Context: an optimization exercise on an open-source flow, tuned for small area and a short achievable clock period. The choices shown serve that exercise and are no tape-out recipe. Function was checked by simulation only, so behaviour that the tests miss may differ from the original. Power and IR drop assume default switching activity.

==> flow/design.v (excerpt) <==
module coproc_top (
  input  logic                CLOCK_50,
  input  logic                hps_fpga_reset_n,
  input  logic [word_w-1:0]   in_readdata,
  input  logic                in_waitrequest,
  output logic                in_read,
  output logic [word_w-1:0]   out_writedata,
  output logic                out_write,
  input  logic                out_waitrequest,
  input  logic [2:0]          reset_req,
  output logic                cold_reset,
  output logic                warm_reset,
  output logic                debug_reset,
  output logic [uptime_w-1:0] status_count,
  output logic [led_w-1:0]    ledr
);
  logic [uptime_w-1:0] uptime_q;    
  mult_pipe #(
    .stages (mult_stages)
  ) mult_inst (
    .CLOCK_50         (CLOCK_50),
    .hps_fpga_reset_n (hps_fpga_reset_n),
    .in_readdata      (in_readdata),
    .in_waitrequest   (in_waitrequest),
    .in_read          (in_read),
    .out_writedata    (out_writedata),
    .out_write        (out_write),
    .out_waitrequest  (out_waitrequest)
  );
  reset_req_fsm #(
    .pulse_ext (cold_pulse_ext)
  ) cold_req_inst (
    .CLOCK_50         (CLOCK_50),
    .hps_fpga_reset_n (hps_fpga_reset_n),
    .req              (reset_req[0]),
    .pulse            (cold_reset)
  );
  reset_req_fsm #(
    .pulse_ext (warm_pulse_ext)
  ) warm_req_inst (
    .CLOCK_50         (CLOCK_50),
    .hps_fpga_reset_n (hps_fpga_reset_n),
    .req              (reset_req[1]),
    .pulse            (warm_reset)
  );
  reset_req_fsm #(
    .pulse_ext (debug_pulse_ext)
  ) debug_req_inst (
    .CLOCK_50         (CLOCK_50),
    .hps_fpga_reset_n (hps_fpga_reset_n),
    .req              (reset_req[2]),
    .pulse            (debug_reset)
  );
  ...
Size in the first run: roughly 200 flip-flops, roughly 13,000 um^2 of cells after synthesis.
export LEC_CHECK = 0
export CAP_MARGIN = 20
export CORE_MARGIN = 2
export CORE_UTILIZATION = 60
export CTS_CLUSTER_DIAMETER = 150
export CTS_CLUSTER_SIZE = 30
export GPL_ROUTABILITY_DRIVEN = 0
export SETUP_SLACK_MARGIN = 3.7
export SLEW_MARGIN = 20
export SYNTH_HIERARCHICAL = 1
export TNS_END_PERCENT = 5
create_clock -name core_clock -period 6.8 [get_ports {CLOCK_50}]
standard.sh (not shown) runs the stock make flow with config.mk's settings and CLKGATE_MAP_FILE= SYNTH_SCRIPT=/design/flow/synth_recipe.tcl, a recipe that flattens the netlist after the stock synthesis.
==> flow/flow/run.sh <==
#!/bin/bash
# Layout flow: the standard ORFS flow, with the port buffers that the
# placement step inserts made from sky130_fd_sc_hd__buf_1, which the timing
# repair may then resize, instead of the delay-cell buffer the resizer picks.
set -euo pipefail
bash standard.sh "BUFFER_PORTS_ARGS=-buffer_cell sky130_fd_sc_hd__buf_1" finish > orfs_make.log 2>&1
The baseline ran to the end with no violations.
==> next run, changes <==
==> flow/flow/run.sh (replaced) <==
#!/bin/bash
# Layout flow: the standard ORFS flow, with the port buffers that the
# placement step inserts made from sky130_fd_sc_hd__buf_1, which the timing
# repair may then resize, instead of the delay-cell buffer the resizer picks;
# and with ORFS's power recovery after global routing, which downsizes gates
# on paths that keep positive slack.
set -euo pipefail
bash standard.sh "BUFFER_PORTS_ARGS=-buffer_cell sky130_fd_sc_hd__buf_1" RECOVER_POWER=100 finish > orfs_make.log 2>&1
- CORE_UTILIZATION: 60 -> 65
- GPL_ROUTABILITY_DRIVEN: 0 -> not set
- TNS_END_PERCENT: 5 -> not set
=>
- The changed run produced a layout that fails on capacitance limit, slew limit
- core utilization climbs by 5.6 points
- synthesized area does not change
- global-route usage grows by 1.7 points
- final cell count increases by about 0.37%
- sequential power barely changes
==> next run, changes <==
==> flow/flow/run.sh (replaced) <==
#!/bin/bash
# Layout flow: the standard ORFS flow, with the port buffers that the
# placement step inserts made from sky130_fd_sc_hd__buf_1, which the timing
# repair may then resize, instead of the delay-cell buffer the resizer picks.
set -euo pipefail
bash standard.sh "BUFFER_PORTS_ARGS=-buffer_cell sky130_fd_sc_hd__buf_1" finish > orfs_make.log 2>&1
- CORE_UTILIZATION: 65 -> 60
- SETUP_SLACK_MARGIN: 3.7 -> 3.55
- TNS_END_PERCENT: not set -> 5
This time the run ran to the end with no violations; synthesized cell count is unchanged; critical path depth stays the same; synthesized area stays the same; setup slack is better by 1300 ps; via count came out lower by a few percent.
==> next run, changes <==
- CAP_MARGIN: 20 -> 10
- SETUP_SLACK_MARGIN: 3.55 -> 3.7
- SLEW_MARGIN: 20 -> 10
What happened: The changed run finished with timing, DRC and antenna clean; combinational power is higher by about 4%; clock-buffer cell count stays the same; synthesized cell count is unchanged; critical path depth stays the same.

==> afterwards: timing with drivers on the ports <==
The results above use ideal ports. As a check the final layouts listed here were re-extracted and re-timed, cells and wires unchanged.
Step 1, drivers: a clkbuf_16 drives CLOCK_50 and a buf_2 each remaining input, both assumed.
Step 2 adds t to the input delays and takes it off the output delays; t is the mean of the earliest and latest rising clock arrival at the registers after step 1. Input paths then give back, and output paths get back, about the clock's delay inside the block.
a / b / c = ideal / step 1 / step 2; a / b = the first two.
run	t (ns)	setup slack, ns	hold slack, ns	slew at the worst register clock pin (ns)	worst slew at a driven data input, ns
the first run	0.520	3.708 / 3.689 / 3.491	0.395 / 0.395 / 0.395	0.11 / 0.11	0.03
the second run	0.516	2.357 / 2.384 / 1.868	0.397 / 0.397 / 0.397	0.11 / 0.11	0.03
the third run	0.520	3.617 / 3.596 / 3.327	0.395 / 0.395 / 0.395	0.11 / 0.11	0.03
the fourth run	0.518	3.708 / 3.689 / 3.494	0.393 / 0.393 / 0.393	0.11 / 0.11	0.03
For the second run, which loses most, drivers alone change the setup slack by +0.027 ns; drivers and shift together by -0.489 ns.
